This design comes from an exercise in tuning for small area and few clock cycles per item on the open sky130 flow, not from production work.
RTL that was checked went through simulation tests only; none was proved equivalent to the original.
Function not checked in runs 5 and 6: the RTL went through the layout flow alone.
Power and IR drop assume default switching activity.

## flow/design.v

```verilog
`timescale 1ns / 1ps
package sexl_pkg;
  localparam logic [1:0] OP_CHAR  = 2'd0;
  localparam logic [1:0] OP_FLUSH = 2'd1;
  localparam logic [1:0] OP_CLEAR = 2'd2;
  localparam logic [3:0] TOK_UINT   = 4'd0;
  localparam logic [3:0] TOK_INT    = 4'd1;
  localparam logic [3:0] TOK_FLOAT  = 4'd2;
  localparam logic [3:0] TOK_SYMBOL = 4'd3;
  localparam logic [3:0] TOK_STRING = 4'd4;
  localparam logic [3:0] TOK_LPAREN = 4'd5;
  localparam logic [3:0] TOK_RPAREN = 4'd6;
  localparam logic [3:0] TOK_LBRACK = 4'd7;
  localparam logic [3:0] TOK_RBRACK = 4'd8;
  localparam logic [3:0] TOK_QUOTE  = 4'd9;
  localparam logic KIND_TEXT   = 1'b0;
  localparam logic KIND_RECORD = 1'b1;
  localparam logic [2:0] NC_EMPTY = 3'd0;
  localparam logic [2:0] NC_SIGN  = 3'd1;
  localparam logic [2:0] NC_UDIG  = 3'd2;
  localparam logic [2:0] NC_DOT   = 3'd3;
  localparam logic [2:0] NC_FRAC  = 3'd4;
  localparam logic [2:0] NC_SYM   = 3'd5;
  localparam logic [2:0] NC_SDIG  = 3'd6;
  localparam logic [15:0] CH_NUL    = 16'h0000;
  localparam logic [15:0] CH_TAB    = 16'h0009;
  localparam logic [15:0] CH_NL     = 16'h000A;
  localparam logic [15:0] CH_SPACE  = 16'h0020;
  localparam logic [15:0] CH_DQUOTE = 16'h0022;
  localparam logic [15:0] CH_HASH   = 16'h0023;
  localparam logic [15:0] CH_SQUOTE = 16'h0027;
  localparam logic [15:0] CH_LPAREN = 16'h0028;
  localparam logic [15:0] CH_RPAREN = 16'h0029;
  localparam logic [15:0] CH_PLUS   = 16'h002B;
  localparam logic [15:0] CH_MINUS  = 16'h002D;
  localparam logic [15:0] CH_DOT    = 16'h002E;
  localparam logic [15:0] CH_ZERO   = 16'h0030;
  localparam logic [15:0] CH_NINE   = 16'h0039;
  localparam logic [15:0] CH_LBRACK = 16'h005B;
  localparam logic [15:0] CH_BSLASH = 16'h005C;
  localparam logic [15:0] CH_RBRACK = 16'h005D;
endpackage
`timescale 1ns / 1ps
import sexl_pkg::*;
module sexl_lexer
#(
  parameter bit DIRECT = 1'b0
) (
  input  logic        clk_i,
  input  logic        rst_ni,
  input  logic        item_v_i,
  input  logic [1:0]  op_i,
  input  logic [15:0] ch_i,
  output logic        item_take_o,
  output logic        item_ready_o,
  output logic        out_valid_o,
  input  logic        out_stall_i,
  output logic        kind_o,
  output logic [15:0] text_char_o,
  output logic [3:0]  token_type_o,
  output logic [19:0] line_number_o,
  output logic [15:0] column_o,
  output logic [15:0] length_o,
  output logic        last_o
);
  localparam logic [4:0] M_EMPTY = {2'b00, NC_EMPTY};
  localparam logic [4:0] M_CMT   = 5'b00111;
  localparam logic [4:0] M_STR   = 5'b10000;
  localparam logic [4:0] M_STRBS = 5'b10001;
  logic [19:0] line_q;
  logic [15:0] col_q;
  logic [15:0] len_q;
  logic [4:0]  mode_q;
  logic in_str, in_cmt, normal_st, pend, bslash, word_hit;
  logic [2:0] nc;
  assign in_str    = mode_q[4];
  assign pend      = !mode_q[4] && mode_q[3];
  assign in_cmt    = (mode_q == M_CMT);
  assign normal_st = !mode_q[4] && !mode_q[3] && (mode_q[2:0] != 3'b111);
  assign bslash    = mode_q[0];
  assign nc        = mode_q[2:0];
  assign word_hit  = normal_st && (nc != NC_EMPTY);
  logic is_char, is_flush, is_clear;
  logic c_nl, c_nul, c_dq, c_hash, c_bs, c_single, c_ws, c_digit, c_sign, c_dot, c_sep;
  logic [3:0] single_type;
  logic [2:0] single_sel;
  assign is_char  = (op_i == OP_CHAR);
  assign is_flush = (op_i == OP_FLUSH);
  assign is_clear = (op_i == OP_CLEAR);
  assign c_nl     = (ch_i == CH_NL);
  assign c_nul    = (ch_i == CH_NUL);
  assign c_dq     = (ch_i == CH_DQUOTE);
  assign c_hash   = (ch_i == CH_HASH);
  assign c_bs     = (ch_i == CH_BSLASH);
  assign c_single = (ch_i == CH_LPAREN) || (ch_i == CH_RPAREN) || (ch_i == CH_LBRACK) ||
                    (ch_i == CH_RBRACK) || (ch_i == CH_SQUOTE);
  assign c_ws     = c_nul || (ch_i == CH_TAB) || (ch_i == CH_SPACE);
  assign c_digit  = (ch_i >= CH_ZERO) && (ch_i <= CH_NINE);
  assign c_sign   = (ch_i == CH_PLUS) || (ch_i == CH_MINUS);
  assign c_dot    = (ch_i == CH_DOT);
  assign c_sep    = c_hash || c_dq || c_single || c_nl || c_ws;
  assign single_sel = pend ? mode_q[2:0] : ch_i[2:0];
  always_comb begin
    case (single_sel)
      CH_LPAREN[2:0]: single_type = TOK_LPAREN;
      CH_RPAREN[2:0]: single_type = TOK_RPAREN;
      CH_LBRACK[2:0]: single_type = TOK_LBRACK;
      CH_RBRACK[2:0]: single_type = TOK_RBRACK;
      default:        single_type = TOK_QUOTE;
    endcase
  end
  logic normal, str_end, r_text, r_word, r_str, r_single, r_any, two;
  assign normal   = is_char && normal_st;
  assign str_end  = c_dq && !bslash;
  assign r_text   = is_char && (in_str ? !str_end && !c_nl : normal_st && !c_sep);
  assign r_str    = is_char && in_str && str_end;
  assign r_word   = word_hit && (is_flush || (is_char && c_sep));
  assign r_single = normal && c_single && !word_hit;
  assign two      = word_hit && is_char && c_single;
  assign r_any    = r_text || r_str || r_word || r_single;
  logic take, pop;
  assign item_ready_o = !pend && !(r_any && out_stall_i);
  assign take         = item_v_i && item_ready_o;
  assign item_take_o  = take;
  assign pop          = pend && !out_stall_i;
  if (DIRECT) begin : g_direct
    assign out_valid_o = pend || (item_v_i && r_any && !out_stall_i);
  end else begin : g_queued
    assign out_valid_o = pend || (item_v_i && r_any);
  end
  function automatic logic [19:0] inc20(input logic [19:0] a, input logic ci);
    for (int i = 0; i < 20; i++) begin
      inc20[i] = a[i] ^ (ci & ((a | (20'hFFFFF << i)) == 20'hFFFFF));
    end
  endfunction
  function automatic logic [15:0] inc16(input logic [15:0] a, input logic ci);
    for (int i = 0; i < 16; i++) begin
      inc16[i] = a[i] ^ (ci & ((a | (16'hFFFF << i)) == 16'hFFFF));
    end
  endfunction
  function automatic logic [15:0] sub16(input logic [15:0] a, input logic [15:0] b,
                                        input logic ci);
    logic [15:0] p, g, pp, gg;
    p  = a ^ ~b;
    g  = a & ~b;
    pp = p;
    gg = g;
    gg[0] = g[0] | (p[0] & ci);
    for (int l = 1; l <= 4; l++) begin
      for (int j = (1 << l) - 1; j < 16; j += (1 << l)) begin
        gg[j] = gg[j] | (pp[j] & gg[j - (1 << (l - 1))]);
        pp[j] = pp[j] & pp[j - (1 << (l - 1))];
      end
    end
    for (int l = 3; l >= 1; l--) begin
      for (int j = (1 << l) + (1 << (l - 1)) - 1; j < 16; j += (1 << l)) begin
        gg[j] = gg[j] | (pp[j] & gg[j - (1 << (l - 1))]);
        pp[j] = pp[j] & pp[j - (1 << (l - 1))];
      end
    end
    sub16 = p ^ {gg[14:0], ci};
  endfunction
  logic [15:0] rec_col;
  logic [3:0]  word_type;
  assign rec_col = sub16(col_q, len_q, !in_str);
  always_comb begin
    case (nc)
      NC_UDIG: word_type = TOK_UINT;
      NC_SDIG: word_type = TOK_INT;
      NC_FRAC: word_type = TOK_FLOAT;
      default: word_type = TOK_SYMBOL;
    endcase
  end
  logic show_text;
  assign show_text = !pend && r_text;
  assign kind_o        = !show_text;
  assign text_char_o   = show_text ? ch_i : 16'd0;
  assign token_type_o  = (pend || r_single) ? single_type :
                         r_str ? TOK_STRING :
                         r_word ? word_type : 4'd0;
  assign line_number_o = show_text ? 20'd0 : line_q;
  assign column_o      = show_text ? 16'd0 : rec_col;
  assign length_o      = show_text ? 16'd0 : len_q;
  assign last_o        = pend || !two;
  logic [2:0] nc_next;
  always_comb begin
    case (nc)
      NC_EMPTY: nc_next = c_sign ? NC_SIGN : c_digit ? NC_UDIG : NC_SYM;
      NC_SIGN:  nc_next = c_digit ? NC_SDIG : NC_SYM;
      NC_UDIG, NC_SDIG: nc_next = c_digit ? nc : c_dot ? NC_DOT : NC_SYM;
      NC_DOT, NC_FRAC:  nc_next = c_digit ? NC_FRAC : NC_SYM;
      default: nc_next = NC_SYM;
    endcase
  end
  logic nl_ev, line_rst, line_step, col_rst, col_step, len_rst, len_step;
  assign nl_ev     = is_char && (c_nl || (in_cmt && c_nul));
  assign line_rst  = take && is_clear;
  assign line_step = take && nl_ev;
  assign col_rst   = take && (is_clear || nl_ev);
  assign col_step  = pop || (take && is_char && !in_cmt && !c_nl &&
                             (in_str || !(c_hash || two)));
  assign len_rst   = take && (is_flush || r_str || (normal && c_sep));
  assign len_step  = take && r_text;
  logic [19:0] line_d;
  logic [15:0] col_d, len_d;
  logic [4:0]  mode_d;
  assign line_d = line_rst ? 20'd1 : inc20(line_q, line_step);
  assign col_d  = col_rst ? 16'd1 : inc16(col_q, col_step);
  assign len_d  = len_rst ? 16'd0 : inc16(len_q, len_step);
  always_comb begin
    mode_d = mode_q;
    if (pend) begin
      if (pop) mode_d = M_EMPTY;
    end else if (take) begin
      if (is_flush) begin
        mode_d = M_EMPTY;
      end else if (is_char) begin
        if (in_cmt) begin
          if (c_nl || c_nul) mode_d = M_EMPTY;
        end else if (in_str) begin
          if (str_end) mode_d = M_EMPTY;
          else if (c_nl) mode_d = M_STR;
          else mode_d = c_bs ? M_STRBS : M_STR;
        end else if (c_hash) begin
          mode_d = M_CMT;
        end else if (c_dq) begin
          mode_d = M_STR;
        end else if (two) begin
          mode_d = {2'b01, ch_i[2:0]};
        end else if (c_sep) begin
          mode_d = M_EMPTY;
        end else begin
          mode_d = {2'b00, nc_next};
        end
      end
    end
  end
  always_ff @(posedge clk_i or negedge rst_ni) begin
    if (!rst_ni) begin
      line_q <= 20'd1;
      col_q  <= 16'd1;
      len_q  <= '0;
      mode_q <= M_EMPTY;
    end else begin
      line_q <= line_d;
      col_q  <= col_d;
      len_q  <= len_d;
      mode_q <= mode_d;
    end
  end
endmodule
`timescale 1ns / 1ps
import sexl_pkg::*;
module sexl_rqueue
#(
  parameter int unsigned DEPTH = 0
) (
  input  logic        clk_i,
  input  logic        rst_ni,
  input  logic        in_valid_i,
  output logic        in_stall_o,
  input  logic [1:0]  op_i,
  input  logic [15:0] ch_i,
  output logic        item_v_o,
  output logic [1:0]  op_o,
  output logic [15:0] ch_o,
  input  logic        item_take_i,
  input  logic        item_ready_i
);
  if (DEPTH == 0) begin : g_pass
    assign item_v_o   = in_valid_i;
    assign op_o       = op_i;
    assign ch_o       = ch_i;
    assign in_stall_o = !item_ready_i;
  end else begin : g_fifo
    localparam int unsigned PTR_W = (DEPTH > 1) ? $clog2(DEPTH) : 1;
    localparam int unsigned CNT_W = $clog2(DEPTH + 1);
    logic [17:0]      mem_q [DEPTH];
    logic [PTR_W-1:0] wr_q, rd_q;
    logic [CNT_W-1:0] cnt_q;
    logic             full, push;
    assign full       = (cnt_q == CNT_W'(DEPTH));
    assign in_stall_o = full && !item_take_i;
    assign push       = in_valid_i && !in_stall_o;
    assign item_v_o   = (cnt_q != '0);
    assign {op_o, ch_o} = mem_q[rd_q];
    always_ff @(posedge clk_i) begin
      if (push) mem_q[wr_q] <= {op_i, ch_i};
    end
    always_ff @(posedge clk_i or negedge rst_ni) begin
      if (!rst_ni) begin
        wr_q  <= '0;
        rd_q  <= '0;
        cnt_q <= '0;
      end else begin
        if (push) wr_q <= (wr_q == PTR_W'(DEPTH - 1)) ? '0 : wr_q + PTR_W'(1);
        if (item_take_i) rd_q <= (rd_q == PTR_W'(DEPTH - 1)) ? '0 : rd_q + PTR_W'(1);
        cnt_q <= cnt_q + CNT_W'(push) - CNT_W'(item_take_i);
      end
    end
  end
endmodule
`timescale 1ns / 1ps
import sexl_pkg::*;
module s_expression_tokenizer_core
#(
  parameter int unsigned LINE_BITS   = 20,
  parameter int unsigned COLUMN_BITS = 16,
  parameter int unsigned QDEPTH      = 0
) (
  input  logic        clk_i,
  input  logic        rst_ni,
  input  logic        in_valid_i,
  output logic        in_stall_o,
  input  logic [1:0]  op_i,
  input  logic [15:0] ch_i,
  output logic        out_valid_o,
  input  logic        out_stall_i,
  output logic        kind_o,
  output logic [15:0] text_char_o,
  output logic [3:0]  token_type_o,
  output logic [19:0] line_number_o,
  output logic [15:0] column_o,
  output logic [15:0] length_o,
  output logic        last_o
);
  logic        item_v, item_take, item_ready;
  logic [1:0]  item_op;
  logic [15:0] item_ch;
  sexl_rqueue #(
    .DEPTH(QDEPTH)
  ) u_queue (
    .clk_i       (clk_i),
    .rst_ni      (rst_ni),
    .in_valid_i  (in_valid_i),
    .in_stall_o  (in_stall_o),
    .op_i        (op_i),
    .ch_i        (ch_i),
    .item_v_o    (item_v),
    .op_o        (item_op),
    .ch_o        (item_ch),
    .item_take_i (item_take),
    .item_ready_i(item_ready)
  );
  sexl_lexer #(
    .DIRECT(QDEPTH == 0)
  ) u_lexer (
    .clk_i        (clk_i),
    .rst_ni       (rst_ni),
    .item_v_i     (item_v),
    .op_i         (item_op),
    .ch_i         (item_ch),
    .item_take_o  (item_take),
    .item_ready_o (item_ready),
    .out_valid_o  (out_valid_o),
    .out_stall_i  (out_stall_i),
    .kind_o       (kind_o),
    .text_char_o  (text_char_o),
    .token_type_o (token_type_o),
    .line_number_o(line_number_o),
    .column_o     (column_o),
    .length_o     (length_o),
    .last_o       (last_o)
  );
endmodule
```

## flow/flow/abc_area_map.script

```
&get -n
&st
&dch
&nf -R 100
&put
topo
stime -c
```

## flow/config.mk

```make
export PLATFORM = sky130hd
export DESIGN_NAME = s_expression_tokenizer_core
export DESIGN_NICKNAME = s_expression_tokenizer_core
export VERILOG_FILES = /design/flow/design.v
export SDC_FILE = /design/flow/constraint.sdc
export NUM_CORES = 4
export LEC_CHECK = 0
export CAP_MARGIN = 20
export CORE_MARGIN = 2
export CORE_UTILIZATION = 55
export GPL_TIMING_DRIVEN = 0
export SLEW_MARGIN = 20
```

## flow/constraint.sdc

```tcl
create_clock -name core_clock -period 5.0 [get_ports {clk_i}]
set_input_delay 1.0000 -clock core_clock [delete_from_list [all_inputs] [get_ports {clk_i}]]
set_output_delay 1.0000 -clock core_clock [all_outputs]
set_load 0.01 [all_outputs]
```

## flow/flow/run.sh

```bash
#!/bin/bash
# The standard layout with three changes:
#  - synthesis maps with an area-oriented ABC script (&nf with the delay relaxed) (flow/abc_area_map.script
#    in place of ORFS's abc_speed.script; nothing else in synthesis changes)
#  - plain buf_1 cells as the port buffers
#  - a clock tree of clkbuf_4 cells with no dummy loads
set -euo pipefail
here=$(pwd)
rm -rf "$here/orfs_scripts"
cp -r "$FLOW_HOME/scripts" "$here/orfs_scripts"
cp "$here/flow/abc_area_map.script" "$here/orfs_scripts/abc_speed.script"
export SCRIPTS_DIR="$here/orfs_scripts"
export BUFFER_PORTS_ARGS="-buffer_cell sky130_fd_sc_hd__buf_1"
export CTS_ARGS="-sink_clustering_enable -repair_clock_nets -dont_use_dummy_load -sink_clustering_size 30 -sink_clustering_max_diameter 100 -buf_list {sky130_fd_sc_hd__clkbuf_4}"
bash standard.sh > standard_flow.log 2>&1
```

## flow/standard.sh

```bash
#!/bin/bash
# synth_recipe.tcl (not shown) runs the flow's synth.tcl, then flattens the netlist and writes it again
# the make line also repeats each setting of config.mk as NAME=value (left out here)
make -C /OpenROAD-flow-scripts/flow DESIGN_CONFIG=/design/flow/config.mk WORK_HOME=/design/flow/orfs CLKGATE_MAP_FILE= SYNTH_SCRIPT=/design/flow/synth_recipe.tcl "${@:-finish}"
```

==> reports/results.txt, run 1 <==
Max Freq = 0.209 GHz
Nets = 645
Final Core Density = 68.6%
Overall Global Routing Usage = 26.7%
Final Non-Filler Cells = 693
Clock power share = 15.7%
PwrDens = 320 nW/um^2
First-pass GRT wire length = 16300 um
Die Span X = 88.3 um
Fraction of the mapped netlist area in adder cells = 9.42%
CTS Root Cell = clkbuf_4
Endpoint type of the worst setup path = output pin
Synth warn = 1
Flops & latches, synth = 57
Final Hold Fails = 0
Clock Pin Slew Worst Setup and Hold Paths = 0.08 ns
WHS = 0.484 ns
Share of the synthesized area in the top cell type = 35.2%
Crit-path slowest cell = fa_1
Syn Area/Cell = 8.14 sq um
Seq/Total Area, Yosys = 36.6%
Layout area overhead = 19.9%
Worst skew pair latency = 0.40 ns
Total number of vias = 3891
DRT Wirelength = 9920 um
PnR Total Power = 1.50 mW
Tmin final = 4.78 ns
DR pass1 iterations = 4
Post-synth EDFFs = 0
Cells along the critical path = clkinv_1, fa_1, clkinv_1, fa_2, a21o_1, a21oi_2, o21ai_2, a21o_1, a21oi_2, o21ai_2, a21o_1, a21o_1, nand3_1, nand2_1, fa_1, and2_0, buf_1
DIE AREA = 7790 sq um
Critical Path Fanout Max = 4
FP Rows = 30
Post-Syn Nets = 526
Worst slew pin tran = 0.834 ns
Worst min path class = register to register
N_diodes = 0
Layout cells sized above 1 = 7.87%
Port bufs = 97
Slew headroom = 44.2%
Startpoint types = register
Skew final = 0.0275 ns
Synth area leaders = dfrtp_1 35%, and2_0 8.0%, nor2_1 7.7%, ha_1 4.8%, fa_1 4.6%
CP required = 4.00 ns
Post-DP HPWL = 7130 um
Top-count cell post-synth = nor2_1
Crit path top cell by count = a21o_1
CP Class = register to output pin
Residual DRC count = 0
Max Cap Violations = 0
Final Max Slew Viols = 0
Sw frac = 39.8%
Share of synthesized registers carrying an async set or reset = 100%
Routed WL per cell = 14.3 um
Bufs on Longest Clock Path = 2
Cell count after synthesis = 480
CTS tree = built
Compound-Gate Fraction of Synth Area = 14.0%
Pint = 901 uW
CTS sink cnt = 57
Initial Util = 57.2%
Psw = 595 uW
Post-synthesis cell area = 3900 sq um
Mux contribution to synthesized area = 0.545%
Synth Flop Type = dfrtp_1
Die H = 88.3 um
Placed insts = 676
Synth Area in XOR/XNOR = 2.92%
Critical Path AT = 3.78 ns
GR Overflow Total = 0
Logic pwr share = 48.7%
Initial antenna violation count = 0
Synth unique cells = 38
Total I/O pin count = 98
H-tree lvl count = 3
Final period util = 95.7%
DRT iter0 DRCs = 223
Simple-gate portion of the synthesized area = 34.2%
Vias per cell = 5.61
Status = complete, no violations
Placer congestion estimate = 0.872
Critical Path Max Stage Delay = 0.53 ns
Antenna viol nets, final = 0
Max rail drop VDD = 264 uV
Pin count of the biggest net entering global routing = 31
Core area = 6830 sq um
Final setup viols = 0
Main combinational cell family by area after synthesis = simple AND/OR/NAND/NOR gates
CTS hold repair buffers = 0
Seq pwr share = 35.6%
Setup tns final = 0 ns
Top cells by count, synth = 80 x nor2_1, 55 x dfrtp_1, 50 x and2_0
Yosys top cell by area = dfrtp_1
Leak = 1.92 nW
Num CTS Buffers = 9
Number of global-route vias before repair = 3545
[state kept, by name, summed over array words and instances (netlist names)]
name	cells
u_lexer.col_q	16
u_lexer.len_q	16
u_lexer.line_q	20
u_lexer.mode_q	5
[critical path, delay by kind of cell (launching register included)]
family | cells | cell delay, ns
AOI/OAI and AO/OA | 8 | 1.37
adders and majority gates | 3 | 1.06
DFF | 1 | 0.39
and+or+nand+nor | 3 | 0.30
buffers and inverters | 3 | 0.29
[area by class of cell]
type	instances	area, sq um
fill	602	2150
sequential	57	1430
multi-input combinational	398	2500
tap	96	120
timing repair inverter	1	5.00
clock buffer	9	67.6
inverter	25	98.8
timing repair buffer	107	464
[layer usage]
metal	track usage [%]	vias to the layer above	wire (um)
met5	0	-	0
met4	7.30	0	86
met3	5.50	10	598
met2	43.7	141	4780
met1	36.3	1806	4460
li1	-	1934	-
[layout by cell type (no fill, tap or decap), types with 4 or more instances in the layout]
| master | n |
|---|---|
| o22ai_1 | 5 |
| ha_1 | 15 |
| dfrtp_1 | 53 |
| buf_1 | 93 |
| o21ai_0 | 15 |
| nand2b_1 | 8 |
| buf_4 | 7 |
| a21o_1 | 6 |
| xnor2_1 | 11 |
| fa_1 | 8 |
| a211oi_1 | 15 |
| a21oi_1 | 30 |
| nand3_1 | 13 |
| and2_0 | 49 |
| nor2_1 | 79 |
| nor3_1 | 32 |
| clkinv_1 | 24 |
| clkbuf_4 | 9 |
| nand4_1 | 12 |
| nand2_1 | 40 |
| and3_1 | 15 |
| nor2b_1 | 4 |
[stage by stage]
step                setup WS, ns  instance area (sq um)
CTS                      0.00399                   4590
detailed placement         -1.00                   4460
finish                     0.216                   4680
global route             -0.0244                   4680
floorplan                 0.0863                   3920
global placement           -1.27                   4400
[cells by family (layout without fill, tap and decap cells)]
family | after synthesis | after routing
AOI/OAI and AO/OA | 90 | 90
muxes | 2 | 2
adders and majority gates | 24 | 24
and+or+nand+nor | 269 | 269
buffers and inverters | 25 | 142
DFF | 57 | 57
xor gates and xnor gates | 13 | 13
[worst paths after layout]
check	start	endpoint	slack (ns)	depth (start not counted)
max	u_lexer.col_q[0]	column_o[14]	0.22	17
min	u_lexer.line_q[19]	u_lexer.line_q[19]	0.48	1
max reg2reg	u_lexer.mode_q[0]	u_lexer.col_q[15]	1.19	15
min reg2reg	u_lexer.line_q[19]	u_lexer.line_q[19]	0.48	1
min in group asynchronous	rst_ni	u_lexer.len_q[6]	0.63	1
max in group asynchronous	rst_ni	u_lexer.line_q[0]	3.66	2
[repair_timing]
| action | in CTS | in global routing |
|---|---|---|
| setup endpoints to repair | 24 | 40 |
| gates cloned | 1 | 0 |
| gates resized for setup | 12 | 17 |
| buffers inserted | 4 | 3 |
| pin swaps | 2 | 6 |
[power by group through the flow]
stage	logic [mW]	clock network, mW	registers (mW)
after detailed placement	0.654	0	0.544
after global routing	0.819	0.260	0.539
after floorplan	0.456	0	0.532
final	0.729	0.235	0.532
after global placement	0.623	0	0.541
after CTS	0.710	0.244	0.531
Testbench counts, summed over its fixed seeds: cycles 40,481, items 32,013.
==> inputs of run 2 (changes only) <==
--- a/flow/config.mk
+++ b/flow/config.mk
@@ -7,6 +7,6 @@
 export LEC_CHECK = 0
 export CAP_MARGIN = 20
 export CORE_MARGIN = 2
-export CORE_UTILIZATION = 55
+export CORE_UTILIZATION = 65
 export GPL_TIMING_DRIVEN = 0
 export SLEW_MARGIN = 20
==> run 2 against run 1 <==
  * Still clean
  * Cell area fell by 1.0%
  * Sequential power about the same
  * Setup slack improved by 0.046 ns
  * Worst hold slack lost 0.010 ns
  * Non-clock buffer count is 2 lower
  * Combinational power down 2%
==> reports/results.txt, run 2 <==
Residual DRC count = 0
Top cells by count, synth = 80 x nor2_1, 55 x dfrtp_1, 50 x and2_0
Critical Path Fanout Max = 17
Max Cap Violations = 0
DP Worst Slack = -0.913 ns
First-pass GRT wire length = 15100 um
Layout area overhead = 18.7%
CTS hold repair buffers = 0
Status = complete, no violations
Internal reg-to-reg setup slack = 1.14 ns
Reg2Reg Capture Point = u_lexer.col_q[15]
Initial Util = 66.7%
Reg2reg start = u_lexer.mode_q[0]
Number of global-route vias before repair = 3541
Syn Area/Cell = 8.14 sq um
Post-DP HPWL = 6880 um
Pin count of the biggest net entering global routing = 32
H-tree lvl count = 3
Max FFs per register = 20
Routed WL per cell = 14.2 um
Layout cells sized above 1 = 7.90%
Buffers and inverters on the worst path = 2
Startpoint types = input pin
Synth area leaders = dfrtp_1 35%, and2_0 8.0%, nor2_1 7.7%, ha_1 4.8%, fa_1 4.6%
Clock Pin Slew Worst Setup and Hold Paths = 0.08 ns
Vias per cell = 5.88
Tmin final = 4.74 ns
CTS Root Cell = clkbuf_4
Crit-path slowest cell = nor4_2
Most frequent cells in the layout = 92 x buf_1, 79 x nor2_1, 53 x dfrtp_1, 49 x and2_0, 40 x nand2_1
Reg2Reg Depth = 15
Skew final = 0.0330 ns
Post-synthesis cell area = 3900 sq um
Slew headroom = 44.9%
CTS sink cnt = 57
Final Max Slew Viols = 0
Nets = 643
FP Rows = 28
Reg with most FFs = u_lexer.line_q
Cell count after synthesis = 480
Critical Path Max Stage Delay = 0.45 ns
Flops & latches, synth = 57
Final Hold Fails = 0
Seq/Total Area, Yosys = 36.6%
Worst skew pair latency = 0.40 ns
Commonest non-fill, non-tap cell in the layout = buf_1
Bufs on Longest Clock Path = 2
PwrDens = 321 nW/um^2
Share of synthesized registers carrying an async set or reset = 100%
Num CTS Buffers = 9
Worst setup margin = 0.262 ns
Synth Flop Type = dfrtp_1
Max rail drop VDD = 245 uV
Max Freq = 0.211 GHz
DRT Wirelength = 9530 um
DR pass1 iterations = 5
Top-count cell post-synth = nor2_1
Worst min path class = register to register
Yosys top cell by area = dfrtp_1
Worst hold stages = 1
CP delay by family, top = simple AND/OR/NAND/NOR gates
CTS tree = built
Port bufs = 97
Total I/O pin count = 98
Final period util = 94.8%
DRT iter0 DRCs = 223
Post-Syn Nets = 526
Antenna viol nets, final = 0
CP required = 5.24 ns
Share of the synthesized area in the top cell type = 35.2%
Synth unique cells = 38
Leak = 1.91 nW
Fillcell total = 403
N_diodes = 0
Critical Path AT = 4.98 ns
Post-synth EDFFs = 0
Synth warn = 1
RSZ-0062 raised after global routing = false
Die H = 81.5 um
Endpoint type of the worst setup path = register
Core area = 5850 sq um
Final setup viols = 0
Die Span X = 81.5 um
DIE AREA = 6640 sq um
Hold endpoint = u_lexer.line_q[19]
Placer congestion estimate = 0.920
Top Registers = u_lexer.line_q: 20 flops, u_lexer.col_q: 16 flops, u_lexer.len_q: 16 flops
Crit path top cell by count = and3_1
Worst slew pin tran = 0.825 ns
Initial antenna violation count = 0
Overall Global Routing Usage = 29.1%
WHS = 0.474 ns
GR Overflow Total = 0
Cells along the critical path = buf_1, nor4_2, or3b_1, a21oi_1, nor3_1, a31oi_1, a211oi_4, clkinv_4, nand4_1, a21oi_2, nand2_1, o32a_1, nor4_4, and2_1, and3_1, and3_1, xnor2_1, nor2_1
Hold Crit Start = u_lexer.line_q[19]
CP Class = input pin to register
Total number of vias = 3937
-- run 2: cell counts after synthesis --
Identical to the previous run, type by type.
-- run 2: repair_timing --
action	4_1_cts	5_1_grt
setup buffers	4	2
gates cloned	1	0
gates resized for setup	11	17
pin swaps	2	8
setup endpoints to repair	48	23
-- run 2: how the worst max path moves through the flow --
| stage | from | to | slack (ns) | cells past startpoint |
|---|---|---|---|---|
| 2_1_floorplan | ch_i[4] | u_lexer.col_q[15] | 0.09 | 17 |
| 3_3_place_gp | ch_i[2] | u_lexer.col_q[15] | -1.18 | 19 |
| 3_5_place_dp | ch_i[13] | u_lexer.col_q[15] | -0.91 | 19 |
| 4_1_cts | u_lexer.len_q[0] | column_o[15] | 0.002 | 17 |
| 5_1_grt | u_lexer.col_q[0] | column_o[14] | 0.02 | 17 |
| 6_report | ch_i[4] | u_lexer.col_q[15] | 0.26 | 18 |
-- run 2: area by class of cell --
type	count	area, sq um	area share, %
multi-input combinational	398	2490	53.7
sequential	57	1430	30.9
timing repair buffer	105	450	9.72
inverter	25	98.8	2.13
tap	75	93.8	2.02
clock buffer	9	67.6	1.46
timing repair inverter	1	5.00	0.108
-- run 2: stage by stage --
step                utilization (%)  TNS, ns  area [sq um]  power [mW]  std cells
floorplan                         -        0          3920       0.988        480
CTS                            77.9        0          4560        1.45        668
global route                   79.2        0          4630        1.60        670
global placement               74.8   -62.82          4380        1.15        652
finish                         79.2        0          4630        1.49        670
detailed placement             75.6   -14.20          4420        1.18        654
-- run 2: cells by family after synthesis --
| group | synth area share (%) |
|---|---|
| adder cells (fa/ha/maj) | 9.42 |
| AND/OR/NAND/NOR | 34.2 |
| multiplexers | 0.545 |
| XOR/XNOR | 2.92 |
| flip-flops | 36.6 |
| buffers and inverters | 2.40 |
| AO/OA/AOI/OAI | 14.0 |
-- run 2: metal layers --
metal,global-route usage (%),share of wire (%),up-vias
met5,0,0,-
met4,12.5,1.9,0
li1,-,-,1923
met1,38.6,45,1830
met3,5.82,7.3,21
met2,46.6,46,163
-- run 2: worst register-to-register path: stages (launching register included) --
cell      delay, ns
dfrtp_1        0.55
nand3_1        0.19
and2_0         0.20
a31oi_1        0.28
a211oi_4       0.12
clkinv_4       0.14
nand4_1        0.14
a21oi_2        0.21
nand2_1        0.18
o32a_1         0.42
nor4_4         0.38
and2_1         0.26
and3_1         0.26
and3_1         0.22
xnor2_1        0.12
nor2_1         0.06
-- run 2: power by group --
part / total [mW] / internal [mW] / switching, mW / leakage (nW)
clock: 0.235 / 0.0836 / 0.151 / 0.0414
sequential: 0.534 / 0.491 / 0.0429 / 0.777
combinational: 0.718 / 0.326 / 0.393 / 1.09
==> inputs of run 3 (changes only) <==
--- a/flow/config.mk
+++ b/flow/config.mk
@@ -7,6 +7,6 @@
 export LEC_CHECK = 0
 export CAP_MARGIN = 20
 export CORE_MARGIN = 2
-export CORE_UTILIZATION = 65
+export CORE_UTILIZATION = 85
 export GPL_TIMING_DRIVEN = 0
 export SLEW_MARGIN = 20
==> run 3 against run 2 <==
  * Synthesized area is the same
  * The flow now stops in global placement without I/O
  * Synthesized cell count is the same
==> reports/results.txt, run 3 <==
Share of the synthesized area in the top cell type = 35.2%
FP Rows = 24
Yosys top cell by area = dfrtp_1
Top-count cell post-synth = nor2_1
Initial Util = 89.1%
Stopping stage = global placement without I/O
Flops & latches, synth = 57
Synth unique cells = 38
Cell count after synthesis = 480
Error = [ERROR GPL-0301] Utilization 101.496 % exceeds 100%.
Synth Flop Type = dfrtp_1
Status = aborted with a tool error
Post-Syn Nets = 526
Seq/Total Area, Yosys = 36.6%
Die H = 71.8 um
Post-synth EDFFs = 0
Share of synthesized registers carrying an async set or reset = 100%
Die Span X = 71.8 um
Synth warn = 1
Top cells by count, synth = 80 x nor2_1, 55 x dfrtp_1, 50 x and2_0
Post-synthesis cell area = 3900 sq um
Syn Area/Cell = 8.14 sq um
Synth area leaders = dfrtp_1 35%, and2_0 8.0%, nor2_1 7.7%, ha_1 4.8%, fa_1 4.6%
==> run 3: cell counts after synthesis <==
Identical to the previous run, type by type.
==> run 3: kinds of logic after synthesis <==
kind of cell,count (synthesis),synth area share (%)
adders and majority gates,24,9.42
buffers and inverters,25,2.40
xor gates and xnor gates,13,2.92
muxes,2,0.545
AOI/OAI and AO/OA,90,14.0
and+or+nand+nor,269,34.2
DFF,57,36.6
==> inputs of run 4 (changes only) <==
--- a/flow/config.mk
+++ b/flow/config.mk
@@ -7,6 +7,6 @@
 export LEC_CHECK = 0
 export CAP_MARGIN = 20
 export CORE_MARGIN = 2
-export CORE_UTILIZATION = 85
+export CORE_UTILIZATION = 75
 export GPL_TIMING_DRIVEN = 0
 export SLEW_MARGIN = 20
==> run 4 against run 3 <==
  * Synthesized cell count is the same
  * Synthesized area unchanged
  * The run now finishes clean
==> reports/results.txt, run 4 <==
Status = complete, no violations
Antenna viol nets, final = 0
CTS tree = built
Total number of vias = 4213
Critical path depth = 18
Commonest non-fill, non-tap cell in the layout = buf_1
Seq/Total Area, Yosys = 36.6%
Yosys top cell by area = dfrtp_1
Final Hold Fails = 0
PnR Total Power = 1.54 mW
Worst skew pair latency = 0.41 ns
Initial Util = 76.9%
Buffers and inverters on the worst path = 3
Cell count after synthesis = 480
Critical Path Max Stage Delay = 0.44 ns
Die H = 76.2 um
Core area = 5070 sq um
Worst slew pin tran = 0.856 ns
GR Overflow Total = 0
Skew final = 0.0323 ns
Worst setup margin = 0.185 ns
CP Class = register to output pin
DP Worst Slack = -0.920 ns
Top cells by count, synth = 80 x nor2_1, 55 x dfrtp_1, 50 x and2_0
DRT iter0 DRCs = 490
Total I/O pin count = 98
DRT Wirelength = 11100 um
Final setup viols = 0
Worst hold stages = 1
Most frequent cells in the layout = 93 x buf_1, 79 x nor2_1, 53 x dfrtp_1, 48 x and2_0, 39 x nand2_1
FP Rows = 26
Reg2Reg Depth = 15
Worst min path class = register to register
Share of the synthesized area in the top cell type = 35.2%
Max rail drop VDD = 362 uV
Startpoint types = register
Dpl cell area = 4410 sq um
DR pass1 iterations = 5
Placer congestion estimate = 0.923
Post-DP HPWL = 7330 um
Endpoint type of the worst setup path = output pin
Cells along the critical path = clkinv_1, fa_1, clkinv_1, fa_2, a21o_1, a21oi_2, o21ai_2, a21o_1, a21oi_2, o21ai_2, a21o_1, a21o_1, nand3_1, nand2_2, fa_1, xnor2_1, nor2_1, buf_2
Leak = 1.91 nW
Reg with most FFs = u_lexer.line_q
Bufs on Longest Clock Path = 2
CP required = 4.00 ns
N_diodes = 0
Clock Pin Slew Worst Setup and Hold Paths = 0.10 ns
WHS = 0.496 ns
Setup tns final = 0 ns
H-tree lvl count = 3
Port bufs = 97
Top Registers = u_lexer.line_q: 20 flops, u_lexer.col_q: 16 flops, u_lexer.len_q: 16 flops
Max FFs per register = 20
Syn Area/Cell = 8.14 sq um
Overall Global Routing Usage = 38.3%
Post-synth EDFFs = 0
Crit path top cell by count = a21o_1
Max Freq = 0.208 GHz
Die Span X = 76.2 um
CP delay by family, top = compound AO/OA/AOI/OAI gates
Final Max Slew Viols = 0
Residual DRC count = 0
PwrDens = 333 nW/um^2
Nets = 645
Num CTS Buffers = 9
First-pass GRT wire length = 17900 um
Vias per cell = 6.32
Routed WL per cell = 16.7 um
Post-Syn Nets = 526
Final period util = 96.3%
Post-synthesis cell area = 3900 sq um
Initial antenna violation count = 0
Flops & latches, synth = 57
Fillcell total = 222
CTS Root Cell = clkbuf_4
Top-count cell post-synth = nor2_1
CTS sink cnt = 57
Critical Path Fanout Max = 4
Slew headroom = 42.8%
Critical Path AT = 3.82 ns
DIE AREA = 5800 sq um
Synth warn = 1
Share of synthesized registers carrying an async set or reset = 100%
Layout area overhead = 18.5%
Synth unique cells = 38
Number of global-route vias before repair = 3936
Pin count of the biggest net entering global routing = 30
Synth area leaders = dfrtp_1 35%, and2_0 8.0%, nor2_1 7.7%, ha_1 4.8%, fa_1 4.6%
Max Cap Violations = 0
Layout cells sized above 1 = 7.87%
Design Area, Final = 4630 sq um
Tmin final = 4.82 ns
Crit-path slowest cell = fa_1
Synth Flop Type = dfrtp_1
-- run 4: cell counts after synthesis --
Identical to the previous run, type by type.
-- run 4: layout make-up --
class	count	area, sq um	area share, %
Sequential cell	57	1430	30.9
Timing Repair Buffer	107	460	9.95
Clock buffer	9	67.6	1.46
Timing Repair inverter	1	5.00	0.108
Multi-Input combinational cell	398	2470	53.5
Tap cell	70	87.6	1.89
Inverter	25	98.8	2.14
-- run 4: per-stage QoR --
step / cells / util [%]
6_report: 667 / 91.1
5_1_grt: 667 / 91.1
4_1_cts: 663 / 89.5
3_5_place_dp: 649 / 86.9
3_3_place_gp: 647 / 86.1
2_1_floorplan: 480 / -
-- run 4: cells by family (layout without fill, tap and decap cells) --
logic type | Yosys count | in the layout | share of synthesized area (%)
AO/OA/AOI/OAI | 90 | 90 | 14.0
XOR/XNOR | 13 | 13 | 2.92
adder cells (fa/ha/maj) | 24 | 24 | 9.42
buffers and inverters | 25 | 142 | 2.40
flip-flops | 57 | 57 | 36.6
multiplexers | 2 | 2 | 0.545
AND/OR/NAND/NOR | 269 | 269 | 34.2
-- run 4: power by group --
part	switching [mW]	internal (mW)
Clock	0.156	0.0834
Sequential	0.0497	0.491
Combinational	0.416	0.344
Total	0.622	0.919
-- run 4: worst paths after layout --
check                                         from            endpoint  slack, ns
worst max-delay path              u_lexer.col_q[0]        column_o[15]       0.18
worst min register to register  u_lexer.line_q[19]  u_lexer.line_q[19]       0.50
worst min-delay path            u_lexer.line_q[19]  u_lexer.line_q[19]       0.50
min in group asynchronous                   rst_ni    u_lexer.len_q[5]       0.62
max in group asynchronous                   rst_ni   u_lexer.line_q[0]       3.69
worst max register to register   u_lexer.mode_q[0]   u_lexer.col_q[15]       1.01
-- run 4: layer usage --
layer / track usage (%) / wire length, um / up-vias
li1: - / - / 1927
met1: 46.0 / 4310 / 1960
met2: 65.4 / 5520 / 275
met3: 8.65 / 896 / 51
met4: 18.9 / 408 / 0
met5: 0 / 0 / -
-- run 4: what timing repair did --
| action | 4_1_cts | 5_1_grt |
|---|---|---|
| pin swaps | 5 | 5 |
| gates resized for setup | 13 | 16 |
| cloned | 1 | 0 |
| setup buffers | 4 | 4 |
| hold buffers | 0 | 0 |
| endpoints found under the setup margin | 31 | 24 |
-- run 4: worst register-to-register path, delay by kind of cell (launching register included) --
family / cells / cell delay (ns)
flip-flops: 1 / 0.57
buffers and inverters: 1 / 0.15
AO/OA/AOI/OAI: 4 / 1.14
XOR/XNOR: 1 / 0.14
AND/OR/NAND/NOR: 9 / 1.86
==> inputs of run 5 (changes only) <==
--- a/flow/design.v
+++ b/flow/design.v
@@ -67,9 +67,12 @@
   localparam logic [4:0] M_CMT   = 5'b00111;
   localparam logic [4:0] M_STR   = 5'b10000;
   localparam logic [4:0] M_STRBS = 5'b10001;
-  logic [19:0] line_q;
-  logic [15:0] col_q;
-  logic [15:0] len_q;
+  logic [19:0] line_nq, line_q;
+  logic [15:0] col_nq, col_q;
+  logic [15:0] len_nq, len_q;
+  assign line_q = ~line_nq;
+  assign col_q  = ~col_nq;
+  assign len_q  = ~len_nq;
   logic [4:0]  mode_q;
   logic in_str, in_cmt, normal_st, pend, bslash, word_hit;
   logic [2:0] nc;
@@ -237,14 +240,14 @@
   end
   always_ff @(posedge clk_i or negedge rst_ni) begin
     if (!rst_ni) begin
-      line_q <= 20'd1;
-      col_q  <= 16'd1;
-      len_q  <= '0;
+      line_nq <= ~20'd1;
+      col_nq  <= ~16'd1;
+      len_nq  <= '1;
       mode_q <= M_EMPTY;
     end else begin
-      line_q <= line_d;
-      col_q  <= col_d;
-      len_q  <= len_d;
+      line_nq <= ~line_d;
+      col_nq  <= ~col_d;
+      len_nq  <= ~len_d;
       mode_q <= mode_d;
     end
   end
==> run 5 against run 4 <==
  * The run now fails in global routing
  * Synthesized cell count decreased by 1.9%
  * Synthesized area about the same
==> reports/results.txt, run 5 <==
Synth area leaders = dfstp_2 34%, nor2_1 7.0%, nand2_1 6.2%, nand3_1 5.0%, ha_1 4.8%
Status = aborted with a tool error
FP Rows = 26
Port bufs = 97
Worst endpoint type = sequential cell input
Yosys top cell by area = dfstp_2
Synth unique cells = 44
Post-synth EDFFs = 0
CTS hold repair buffers = 0
Post-synthesis cell area = 3910 sq um
Die Span X = 76.2 um
Compound-Gate Fraction of Synth Area = 12.9%
Num CTS Buffers = 9
CTS sink cnt = 57
Flops & latches, synth = 57
Synth warn = 1
Post-DP HPWL = 7820 um
Simple-gate portion of the synthesized area = 33.1%
Fraction of the mapped netlist area in adder cells = 9.41%
Total I/O pin count = 98
Die H = 76.2 um
Error = [ERROR GRT-0232] Routing congestion too high. Check the congestion heatmap in the GUI.
Cell count after synthesis = 471
Main combinational cell family by area after synthesis = simple AND/OR/NAND/NOR gates
Seq/Total Area, Yosys = 38.1%
Share of the synthesized area in the top cell type = 33.6%
GRT worst endpoint = u_lexer.len_nq[15]$_DFF_PN1_/D
Initial Util = 77.0%
CTS Root Cell = clkbuf_4
Top-count cell post-synth = nor2_1
Overall Global Routing Usage = 80.5%
Mux contribution to synthesized area = 1.38%
Synth Area in XOR/XNOR = 2.91%
Synth Flop Type = dfstp_2
Syn Area/Cell = 8.30 sq um
Placer congestion estimate = 0.950
Stopping stage = global routing
H-tree lvl count = 3
Dpl cell area = 4530 sq um
Share of synthesized registers carrying an async set or reset = 100%
Post-Syn Nets = 517
Top cells by count, synth = 73 x nor2_1, 65 x nand2_1, 50 x dfstp_2
GR Overflow Total = 132
Bufs on Longest Clock Path = 2
Pin count of the biggest net entering global routing = 42
run 5: cell count changes after synthesis, sizes merged, moves of 22 or more:
cell | before | now
dfrtp | 55 | 7
and2 | 50 | 18
dfstp | 2 | 50
nor3 | 32 | 10
nand2 | 41 | 65
nand3 | 13 | 39
run 5: worst max-delay path by stage:
stage,endpoint,slack [ns],cells after the start
floorplan,u_lexer.len_nq[15],-0.1,17
global placement,u_lexer.len_nq[15],-0.95,17
detailed placement,u_lexer.len_nq[15],-0.79,18
CTS,u_lexer.len_nq[15],0.006,20
run 5: metrics by stage:
step | setup WS [ns] | cells | hold WS (ns) | TNS, ns
CTS | 0.00574 | 659 | 0.505 | 0
detailed placement | -0.786 | 640 | 0.480 | -5.46
global placement | -0.945 | 638 | 0.474 | -8.28
floorplan | -0.0973 | 471 | 0.461 | -0.0973
run 5: kinds of logic after synthesis:
logic type / after synthesis
compound gates: 81
xor+xnor: 13
mux: 5
buf+inv: 23
simple gates: 268
fa+ha+maj: 24
flops: 57
run 5: power by group through the flow:
stage / Combinational [mW] / Sequential, mW / Clock [mW]
after floorplan: 0.600 / 0.564 / 0
after global placement: 0.795 / 0.576 / 0
after detailed placement: 0.859 / 0.579 / 0
after CTS: 0.948 / 0.570 / 0.234
run 5: metal layers:
| layer | global-route usage [%] | GRT overflow |
|---|---|---|
| met1 | 80.5 | 0 |
| met2 | 102 | 67 |
| met3 | 51.9 | 0 |
| met4 | 95.8 | 65 |
| met5 | 8.18 | 0 |
run 5: timing repair:
item,4_1_cts
setup endpoints to repair,12
buffers inserted,9
gates cloned,1
resized for setup,14
pin swaps,10
==> inputs of run 6 (changes only) <==
--- a/flow/design.v
+++ b/flow/design.v
@@ -67,12 +67,9 @@
   localparam logic [4:0] M_CMT   = 5'b00111;
   localparam logic [4:0] M_STR   = 5'b10000;
   localparam logic [4:0] M_STRBS = 5'b10001;
-  logic [19:0] line_nq, line_q;
-  logic [15:0] col_nq, col_q;
-  logic [15:0] len_nq, len_q;
-  assign line_q = ~line_nq;
-  assign col_q  = ~col_nq;
-  assign len_q  = ~len_nq;
+  logic [19:0] line_q;
+  logic [15:0] col_q;
+  logic [15:0] len_q;
   logic [4:0]  mode_q;
   logic in_str, in_cmt, normal_st, pend, bslash, word_hit;
   logic [2:0] nc;
@@ -178,9 +175,9 @@
   assign show_text = !pend && r_text;
   assign kind_o        = !show_text;
   assign text_char_o   = show_text ? ch_i : 16'd0;
-  assign token_type_o  = (pend || r_single) ? single_type :
-                         r_str ? TOK_STRING :
-                         r_word ? word_type : 4'd0;
+  assign token_type_o  = show_text ? 4'd0 :
+                         in_str ? TOK_STRING :
+                         word_hit ? word_type : single_type;
   assign line_number_o = show_text ? 20'd0 : line_q;
   assign column_o      = show_text ? 16'd0 : rec_col;
   assign length_o      = show_text ? 16'd0 : len_q;
@@ -240,14 +237,14 @@
   end
   always_ff @(posedge clk_i or negedge rst_ni) begin
     if (!rst_ni) begin
-      line_nq <= ~20'd1;
-      col_nq  <= ~16'd1;
-      len_nq  <= '1;
+      line_q <= 20'd1;
+      col_q  <= 16'd1;
+      len_q  <= '0;
       mode_q <= M_EMPTY;
     end else begin
-      line_nq <= ~line_d;
-      col_nq  <= ~col_d;
-      len_nq  <= ~len_d;
+      line_q <= line_d;
+      col_q  <= col_d;
+      len_q  <= len_d;
       mode_q <= mode_d;
     end
   end
--- a/flow/flow/run.sh
+++ b/flow/flow/run.sh
@@ -1,6 +1,6 @@
 #!/bin/bash
 # The standard layout with three changes:
-#  - synthesis maps with an area-oriented ABC script (&nf with the delay relaxed) (flow/abc_area_map.script
+#  - synthesis maps with an area-only ABC script (flow/abc_area_map.script
 #    in place of ORFS's abc_speed.script; nothing else in synthesis changes)
 #  - plain buf_1 cells as the port buffers
 #  - a clock tree of clkbuf_4 cells with no dummy loads
==> flow/flow/abc_area_map.script (replaced) <==
strash
dch
map -a
topo
stime -c
--- a/flow/config.mk
+++ b/flow/config.mk
@@ -7,6 +7,6 @@
 export LEC_CHECK = 0
 export CAP_MARGIN = 20
 export CORE_MARGIN = 2
-export CORE_UTILIZATION = 75
+export CORE_UTILIZATION = 40
 export GPL_TIMING_DRIVEN = 0
 export SLEW_MARGIN = 20
==> run 6 against run 5 <==
  * The run now finishes clean
  * Synthesized area up 3.2%
  * Synthesized cell count up 23%
==> reports/results.txt, run 6 <==
Critical Path Fanout Max = 3
Synth warn = 1
Nets = 737
CP delay by family, top = adder cells
Final Max Slew Viols = 0
CP required = 4.00 ns
Number of global-route vias before repair = 3879
Residual DRC count = 0
Buffers and inverters on the worst path = 4
Crit-path slowest cell = dfstp_2
Bufs on Longest Clock Path = 2
Top-count cell post-synth = nor2_1
H-tree lvl count = 3
DIE AREA = 10900 sq um
Port bufs = 97
Critical path depth = 17
Post-synth EDFFs = 0
Final period util = 94.5%
Reg2Reg Depth = 19
Cell count after synthesis = 580
Top cells by count, synth = 162 x nor2_1, 121 x clkinv_1, 55 x dfrtp_1
Layout cells sized above 1 = 6.24%
DP Worst Slack = -0.733 ns
Worst hold stages = 1
Routed WL per cell = 12.5 um
Share of the synthesized area in the top cell type = 34.1%
Placer congestion estimate = 0.891
Synth Flop Type = dfrtp_1
Startpoint types = register
WHS = 0.483 ns
Endpoint type of the worst setup path = output pin
Cells along the critical path = inv_2, fa_2, fa_2, o21bai_1, a21oi_2, clkinv_1, a21oi_4, clkinv_1, a31oi_2, o21bai_1, a21oi_2, nor2_2, a211oi_2, fa_1, xor2_1, nor2_1, buf_2
Max Freq = 0.212 GHz
Seq/Total Area, Yosys = 35.4%
Max rail drop VDD = 160 uV
Die H = 104 um
Reg2Reg Capture Point = u_lexer.col_q[0]
GR Overflow Total = 0
Max FFs per register = 20
Worst min path class = register to register
Fillcell total = 1032
Vias per cell = 4.97
Placed insts = 812
Post-CTS Setup Bufs = 0
FP Rows = 36
CP Class = register to output pin
RSZ-0062 raised after global routing = true
CP Capture Point = column_o[15]
Critical Path Max Stage Delay = 0.56 ns
Top Registers = u_lexer.line_q: 20 flops, u_lexer.col_q: 16 flops, u_lexer.len_q: 16 flops
Syn Area/Cell = 6.95 sq um
Overall Global Routing Usage = 19.5%
Most frequent cells in the layout = 157 x nor2_1, 117 x clkinv_1, 95 x buf_1, 54 x dfrtp_1, 44 x nor3_1
Final setup viols = 0
Total number of vias = 4083
Layout area overhead = 18.9%
DRT Wirelength = 10300 um
Post-synthesis cell area = 4030 sq um
Status = complete, no violations
Synth unique cells = 30
Initial antenna violation count = 0
Worst slew pin tran = 0.888 ns
Internal reg-to-reg setup slack = 1.06 ns
Final Hold Fails = 0
Skew final = 0.0313 ns
Final Non-Filler Cells = 822
Num CTS Buffers = 9
Pin count of the biggest net entering global routing = 56
Commonest non-fill, non-tap cell in the layout = nor2_1
Dpl cell area = 4630 sq um
Post-DP HPWL = 7880 um
Initial Util = 41.3%
CTS Root Cell = clkbuf_4
Worst skew pair latency = 0.38 ns
First-pass GRT wire length = 17600 um
Clock Pin Slew Worst Setup and Hold Paths = 0.09 ns
CTS sink cnt = 57
Final Core Density = 49.1%
DR pass1 iterations = 5
Core area = 9770 sq um
Critical Path AT = 3.72 ns
Total I/O pin count = 98
Yosys top cell by area = dfrtp_1
CTS tree = built
Antenna viol nets, final = 0
Critical Path Start = u_lexer.col_q[0]
Leak = 1.85 nW
Synth area leaders = dfrtp_1 34%, nor2_1 15%, clkinv_1 11%, nor3_1 6.0%, ha_1 4.7%
PwrDens = 316 nW/um^2
Reg2reg start = u_lexer.mode_q[0]
CTS hold repair buffers = 0
Design Area, Final = 4800 sq um
Reg with most FFs = u_lexer.line_q
Tmin final = 4.72 ns
Die Span X = 104 um
Share of synthesized registers carrying an async set or reset = 100%
Post-Syn Nets = 626
Flops & latches, synth = 57
Slew headroom = 40.7%
N_diodes = 0
DRT iter0 DRCs = 198
Max Cap Violations = 0
Worst setup margin = 0.276 ns
==> run 6: changes by cell type after synthesis, moves of 12 or more <==
cell,change
a21oi_1,+13
and2_0,-18
clkinv_1,+98
dfrtp_1,+48
dfstp_2,-48
nand2_1,-31
nand2b_1,-12
nand3_1,-20
nor2_1,+89
nor3_1,+38
o211ai_1,-13
==> run 6: timing repair <==
action	in CTS	in global routing
endpoints found under the setup margin	66	27
resized for setup	9	19
cloned	0	1
pin swaps	1	3
==> run 6: metal layers <==
metal,up-vias,GRT usage (%),wire [um]
li1,2109,-,-
met1,1876,25.5,4840
met2,87,32.7,4890
met3,11,3.45,433
met4,0,5.98,117
met5,-,0,0
==> run 6: kinds of logic after synthesis <==
kind of cell | Yosys count | synth area share, %
AO/OA/AOI/OAI | 81 | 11.7
XOR/XNOR | 11 | 2.39
adder cells (fa/ha/maj) | 24 | 9.12
buffers and inverters | 121 | 11.3
flip-flops | 57 | 35.4
AND/OR/NAND/NOR | 286 | 30.1
==> run 6: how the worst min path moves through the flow <==
stage                         endpoint  slack [ns]               start
floorplan           u_lexer.line_q[19]        0.44  u_lexer.line_q[19]
global placement    u_lexer.line_q[19]        0.46  u_lexer.line_q[19]
detailed placement  u_lexer.line_q[19]        0.48  u_lexer.line_q[19]
CTS                 u_lexer.line_q[19]        0.49  u_lexer.line_q[19]
global route        u_lexer.line_q[19]        0.51  u_lexer.line_q[19]
finish              u_lexer.line_q[19]        0.48  u_lexer.line_q[19]
==> run 6: final cells by class <==
class | count | area, sq um | share of cell area (%)
clock buffer | 9 | 67.6 | 1.41
tap | 133 | 166 | 3.47
timing repair buffer | 99 | 422 | 8.79
sequential | 57 | 1430 | 29.8
multi-input combinational | 403 | 2250 | 46.9
inverter | 121 | 463 | 9.65
==> run 6: report_power, final <==
group          internal, mW  switching, mW  total (mW)
clock                0.0835          0.151       0.234
combinational         0.294          0.458       0.752
sequential            0.491         0.0360       0.527
==> run 6: per-stage QoR <==
stage / power [mW] / TNS (ns)
2_1_floorplan: 1.02 / 0
3_3_place_gp: 1.23 / -19.89
3_5_place_dp: 1.25 / -26.51
4_1_cts: 1.50 / 0
5_1_grt: 1.66 / -0.0270
6_report: 1.51 / 0
==> inputs of run 7 (changes only) <==
--- a/flow/design.v
+++ b/flow/design.v
@@ -175,9 +175,9 @@
   assign show_text = !pend && r_text;
   assign kind_o        = !show_text;
   assign text_char_o   = show_text ? ch_i : 16'd0;
-  assign token_type_o  = show_text ? 4'd0 :
-                         in_str ? TOK_STRING :
-                         word_hit ? word_type : single_type;
+  assign token_type_o  = (pend || r_single) ? single_type :
+                         r_str ? TOK_STRING :
+                         r_word ? word_type : 4'd0;
   assign line_number_o = show_text ? 20'd0 : line_q;
   assign column_o      = show_text ? 16'd0 : rec_col;
   assign length_o      = show_text ? 16'd0 : len_q;
==> flow/flow/run.sh (replaced) <==
#!/bin/bash
# The standard layout with three changes:
#  - synthesis maps with an area-only ABC script (flow/abc_area_map.script
#    in place of ORFS's abc_speed.script; nothing else in synthesis changes)
#  - plain buf_1 cells as the port buffers
#  - a clock tree of clkbuf_4/clkbuf_8 cells with no dummy loads
set -euo pipefail
here=$(pwd)
rm -rf "$here/orfs_scripts"
cp -r "$FLOW_HOME/scripts" "$here/orfs_scripts"
cp "$here/flow/abc_area_map.script" "$here/orfs_scripts/abc_speed.script"
export SCRIPTS_DIR="$here/orfs_scripts"
export BUFFER_PORTS_ARGS="-buffer_cell sky130_fd_sc_hd__buf_1"
export CTS_ARGS="-sink_clustering_enable -repair_clock_nets -dont_use_dummy_load -sink_clustering_size 30 -sink_clustering_max_diameter 100 -buf_list {sky130_fd_sc_hd__clkbuf_4 sky130_fd_sc_hd__clkbuf_8}"
bash standard.sh > standard_flow.log 2>&1
==> run 7 against run 6 <==
  * Still clean on timing, DRC and antenna
  * Wire length fell by 0.79%
  * Utilization increased by 0.35 points
  * Sequential share of layout area is 0.21 points lower
  * Sequential power shrank 0.8%
  * First-iteration DRC count up 3.5%
  * Die area rose by 0.12%
  * Synthesized cell count increased by 1.7%
  * Largest power group unchanged
  * Highest routed layer unchanged
==> reports/results.txt, run 7 <==
Status = complete, no violations
Seq/Total Area, Yosys = 35.4%
Critical Path AT = 3.69 ns
DRT Wirelength = 10200 um
Number of global-route vias before repair = 3882
Share of the synthesized area in the top cell type = 34.1%
Total I/O pin count = 98
Skew final = 0.0178 ns
Dpl cell area = 4610 sq um
Die H = 104 um
Startpoint types = register
Post-synth EDFFs = 0
Final Core Density = 49.4%
Bufs on Longest Clock Path = 2
Critical Path Fanout Max = 3
PnR Total Power = 1.50 mW
Post-DP HPWL = 7770 um
GR Overflow Total = 0
Post-Syn Nets = 636
Cell count after synthesis = 590
Port bufs = 97
Commonest non-fill, non-tap cell in the layout = nor2_1
Clock Pin Slew Worst Setup and Hold Paths = 0.06 ns
Top-count cell post-synth = nor2_1
Yosys top cell by area = dfrtp_1
Worst slew pin tran = 0.776 ns
Overall Global Routing Usage = 19.3%
Leak = 1.96 nW
Pin count of the biggest net entering global routing = 53
Die Span X = 104 um
Nets = 750
FP Rows = 36
H-tree lvl count = 3
Synth Flop Type = dfrtp_1
Slew headroom = 48.2%
Design Area, Final = 4830 sq um
DIE AREA = 10900 sq um
Max rail drop VDD = 176 uV
Endpoint type of the worst setup path = output pin
Initial Util = 41.3%
Max FFs per register = 20
Synth unique cells = 28
Setup tns final = 0 ns
Final Non-Filler Cells = 835
Synth area leaders = dfrtp_1 34%, nor2_1 16%, clkinv_1 12%, nor3_1 5.7%, o21ai_0 5.5%
CTS tree = built
DRT iter0 DRCs = 205
Worst skew pair latency = 0.33 ns
CP Class = register to output pin
Initial antenna violation count = 0
Num CTS Buffers = 9
Worst setup margin = 0.314 ns
Layout cells sized above 1 = 4.84%
Flops & latches, synth = 57
Total number of vias = 4080
Most frequent cells in the layout = 164 x nor2_1, 126 x clkinv_1, 96 x buf_1, 54 x dfrtp_1
Vias per cell = 4.89
DR pass1 iterations = 4
Final period util = 93.7%
Synth warn = 1
WHS = 0.518 ns
First-pass GRT wire length = 17500 um
Layout area overhead = 19.6%
Final Hold Fails = 0
CTS Root Cell = clkbuf_8
Final setup viols = 0
Final Max Slew Viols = 0
PwrDens = 310 nW/um^2
RSZ-0062 raised after global routing = true
Share of synthesized registers carrying an async set or reset = 100%
Tmin final = 4.69 ns
Max Freq = 0.213 GHz
CP required = 4.00 ns
Antenna viol nets, final = 0
CTS sink cnt = 57
Syn Area/Cell = 6.85 sq um
Placer congestion estimate = 0.856
Residual DRC count = 0
Max Cap Violations = 0
N_diodes = 0
Reg with most FFs = u_lexer.line_q
Core area = 9770 sq um
Placed insts = 822
DP Worst Slack = -0.929 ns
Top cells by count, synth = 167 x nor2_1, 127 x clkinv_1, 55 x dfrtp_1
Worst min path class = input pin to asynchronous set/reset pin
Post-synthesis cell area = 4040 sq um
Routed WL per cell = 12.2 um
Top Registers = u_lexer.line_q: 20 flops, u_lexer.col_q: 16 flops, u_lexer.len_q: 16 flops
[run 7: critical path: stages (launching register included)]
cell,delay (ns)
dfrtp_1,0.41
fa_1,0.20
clkinv_1,0.09
fa_1,0.47
a21o_2,0.24
a21oi_2,0.21
nor4_1,0.07
nor2_1,0.25
o31ai_2,0.13
a21oi_1,0.15
o21bai_1,0.12
nand3_1,0.09
nand2_1,0.07
fa_1,0.55
clkinv_1,0.06
nor2_1,0.11
buf_1,0.17
[run 7: where the power goes]
part           switching (mW)  internal [mW]
registers              0.0306          0.492
logic                   0.393          0.264
clock network           0.157          0.159
total                   0.581          0.916
[run 7: repair_timing]
action,4_1_cts,5_1_grt
setup buffers,0,3
cloned,1,0
hold buffers,0,0
endpoints found under the setup margin,73,91
pin swaps,1,2
resized for setup,6,10
[run 7: logic make-up (layout without fill, tap and decap cells)]
family / count (synthesis) / count (layout) / share of synthesized area [%]
compound gates: 83 / 83 / 11.4
flops: 57 / 57 / 35.4
fa+ha+maj: 24 / 24 / 9.11
buf+inv: 127 / 238 / 11.8
xor+xnor: 12 / 12 / 2.60
simple gates: 287 / 288 / 29.7
[run 7: layout make-up]
cell class	count	area (sq um)
well taps	133	166
fillers	1029	4940
flip-flops and latches	57	1430
repair buffers	102	428
multi-input cells	407	2200
clock buffers	9	124
inverters	127	482
[run 7: layer usage]
metal	vias to the layer above	wire length [um]	share of wire [%]	global-route usage [%]
li1	2119	-	-	-
met4	0	57	0.56	4.44
met2	108	4850	48	32.7
met1	1845	4800	47	25.3
met3	8	490	4.8	4.01
met5	-	0	0	0
[run 7: final timing paths]
kind | start | endpoint | slack, ns | cells past startpoint
min in group core_clock | u_lexer.line_q[5] | u_lexer.line_q[5] | 0.54 | 2
min reg2reg | u_lexer.line_q[5] | u_lexer.line_q[5] | 0.54 | 2
max | u_lexer.len_q[0] | column_o[14] | 0.31 | 16
min | rst_ni | u_lexer.line_q[9] | 0.52 | 1
max in group asynchronous | rst_ni | u_lexer.col_q[0] | 3.80 | 3
max reg2reg | u_lexer.mode_q[0] | u_lexer.len_q[14] | 1.39 | 20
Testbench counts of run 7, summed over its fixed seeds: cycles 40,481, items 32,013.
==> inputs of run 8 (changes only) <==
--- a/flow/config.mk
+++ b/flow/config.mk
@@ -7,6 +7,6 @@
 export LEC_CHECK = 0
 export CAP_MARGIN = 20
 export CORE_MARGIN = 2
-export CORE_UTILIZATION = 40
+export CORE_UTILIZATION = 60
 export GPL_TIMING_DRIVEN = 0
 export SLEW_MARGIN = 20
==> run 8 against run 7 <==
  * Clock-buffer cell count stayed put
  * Via count is 3.5% higher
  * First-iteration DRC count is 16% higher
  * Clock power is 1% lower
  * Register-to-register slack better by 0.04 ns
  * Still clean on timing, DRC and antenna
  * Sequential share of layout area is 0.44 points higher
  * Sequential cell count stayed put
  * Synthesized area stayed put
  * Setup slack worse by 0.070 ns
  * Final cell count is 6.6% lower
  * Global-route usage is 8.5 points higher
==> reports/results.txt, run 8 <==
Status = complete, no violations
Bufs on Longest Clock Path = 2
Synth warn = 1
Nets = 751
Final Non-Filler Cells = 780
Share of the synthesized area in the top cell type = 34.1%
Internal reg-to-reg setup slack = 1.43 ns
CTS tree = built
Critical Path Max Stage Delay = 0.54 ns
Synth Flop Type = dfrtp_1
Logic pwr share = 45.0%
CTS sink cnt = 57
Pint = 930 uW
Die H = 86.0 um
Hold Crit Start = u_lexer.line_q[5]
Top-count cell post-synth = nor2_1
First-pass GRT wire length = 16600 um
CTS Root Cell = clkbuf_8
Design Area, Final = 4760 sq um
Top Registers = u_lexer.line_q: 20 flops, u_lexer.col_q: 16 flops, u_lexer.len_q: 16 flops
Placed insts = 765
Synth unique cells = 28
Clock power share = 20.6%
Seq/Total Area, Yosys = 35.4%
Overall Global Routing Usage = 27.8%
Final Hold Fails = 0
Final period util = 95.1%
Cell count after synthesis = 590
Worst skew pair latency = 0.33 ns
Reg2Reg Capture Point = u_lexer.len_q[15]
Startpoint types = register
N_diodes = 0
Crit path top cell by count = fa_1
FP Rows = 29
Skew final = 0.0320 ns
DR pass1 iterations = 5
Vias per cell = 5.41
Pin count of the biggest net entering global routing = 53
GR Overflow Total = 0
Commonest non-fill, non-tap cell in the layout = nor2_1
DRT iter0 DRCs = 237
Dpl cell area = 4520 sq um
Critical Path Fanout Max = 9
Sw frac = 38.8%
Layout cells sized above 1 = 5.26%
Leak = 1.96 nW
CP Class = register to output pin
Max rail drop VDD = 241 uV
Residual DRC count = 0
Total number of vias = 4221
Routed WL per cell = 12.5 um
Placer congestion estimate = 0.996
Seq pwr share = 34.4%
Endpoint type of the worst setup path = output pin
Yosys top cell by area = dfrtp_1
Worst slew pin tran = 0.746 ns
Tmin final = 4.76 ns
Initial antenna violation count = 0
Top cells by count, synth = 167 x nor2_1, 127 x clkinv_1, 55 x dfrtp_1
Synth area leaders = dfrtp_1 34%, nor2_1 16%, clkinv_1 12%, nor3_1 5.7%, o21ai_0 5.5%
Syn Area/Cell = 6.85 sq um
Slew headroom = 50.2%
DRT Wirelength = 9760 um
Clock Pin Slew Worst Setup and Hold Paths = 0.06 ns
Initial Util = 62.9%
H-tree lvl count = 3
Num CTS Buffers = 9
Critical Path Start = u_lexer.mode_q[4]
Most frequent cells in the layout = 163 x nor2_1, 126 x clkinv_1, 96 x buf_1, 54 x dfrtp_1, 44 x o21ai_0
Crit-path slowest cell = fa_1
Total I/O pin count = 98
Post-DP HPWL = 7390 um
Reg2Reg Depth = 21
Port bufs = 97
Max Freq = 0.210 GHz
CP required = 4.00 ns
Reg2reg start = u_lexer.mode_q[0]
Worst min path class = register to register
Flops & latches, synth = 57
Psw = 590 uW
Post-synth EDFFs = 0
DIE AREA = 7400 sq um
Reg with most FFs = u_lexer.line_q
Core area = 6420 sq um
Post-synthesis cell area = 4040 sq um
Max Cap Violations = 0
PwrDens = 319 nW/um^2
CTS hold repair buffers = 0
CP Capture Point = column_o[14]
Post-Syn Nets = 636
Antenna viol nets, final = 0
Final setup viols = 0
Fillcell total = 558
Share of synthesized registers carrying an async set or reset = 100%
Max FFs per register = 20
Final Max Slew Viols = 0
Critical Path AT = 3.76 ns
Layout area overhead = 17.9%
Number of global-route vias before repair = 3870
Cells along the critical path = fa_1, clkinv_1, fa_1, a21o_2, a21oi_2, nor4_1, nor2_1, o31ai_2, a21oi_1, o21bai_2, nand3_1, nand2_1, fa_1, clkinv_1, nor2_1, buf_1
Die Span X = 86.0 um
run 8: cell counts after synthesis:
No cell type changed its count.
run 8: critical path: cells and delay by family, from the launching register on:
family	cells	cell delay (ns)
adders and majority gates	3	1.22
DFF	1	0.47
buffers and inverters	3	0.33
and+or+nand+nor	5	0.57
AOI/OAI and AO/OA	5	0.84
run 8: worst min-delay path by stage:
stage | end | slack (ns) | cells after the start
finish | u_lexer.line_q[5] | 0.55 | 2
global route | u_lexer.len_q[12] | 0.59 | 2
CTS | u_lexer.line_q[5] | 0.55 | 2
detailed placement | u_lexer.line_q[5] | 0.54 | 2
global placement | u_lexer.line_q[6] | 0.53 | 2
floorplan | u_lexer.line_q[15] | 0.51 | 2
run 8: per-layer routing:
layer,part of all wire (%),GRT usage [%]
met5,0,0
met4,1.5,8.66
met3,5.1,4.33
met2,50,48.2
met1,44,35.8
run 8: timing repair:
item / 4_1_cts / 5_1_grt
pin swaps: 1 / 2
setup endpoints to repair: 58 / 90
setup buffers: 0 / 5
cloned: 1 / 0
gates resized for setup: 3 / 14
run 8: final cells by class:
class	instances	area, sq um	share of cell area (%)
Inverter	127	479	10.1
Clock buffer	9	124	2.60
Sequential cell	57	1430	30.0
Tap cell	77	96.3	2.02
Multi-Input combinational cell	407	2210	46.4
Timing Repair Buffer	103	423	8.88
run 8: stage by stage:
| stage | util [%] | worst slack (ns) | setup TNS, ns | total power, mW | hold WS, ns |
|---|---|---|---|---|---|
| finish | 74.1 | 0.244 | 0 | 1.52 | 0.554 |
| global route | 74.1 | -0.0502 | -0.133 | 1.65 | 0.591 |
| CTS | 72.6 | 0.0393 | 0 | 1.50 | 0.554 |
| detailed placement | 70.4 | -0.802 | -22.20 | 1.18 | 0.545 |
| global placement | 70.1 | -0.865 | -43.56 | 1.16 | 0.530 |
| floorplan | - | 0.191 | 0 | 0.988 | 0.507 |
run 8: power groups by stage:
stage,Clock (mW),Combinational (mW),Sequential (mW)
final,0.313,0.683,0.523
after global routing,0.339,0.779,0.527
after CTS,0.323,0.658,0.523
after detailed placement,0,0.653,0.531
after global placement,0,0.628,0.529
after floorplan,0,0.465,0.523
run 8: cell families (layout without fill, tap and decap cells):
logic type | after synthesis | after routing | synth area share, %
adder cells (fa/ha/maj) | 24 | 24 | 9.11
AO/OA/AOI/OAI | 83 | 83 | 11.4
XOR/XNOR | 12 | 12 | 2.60
AND/OR/NAND/NOR | 287 | 288 | 29.7
buffers and inverters | 127 | 239 | 11.8
flip-flops | 57 | 57 | 35.4

Check on run 8: ideal ports give 0.244 ns setup slack; a clkbuf_16 on the clock port and buf_2 on the inputs give 0.214 ns; moving port delays by the midpoint clock arrival (0.348 ns) as well gives 0.187 ns.
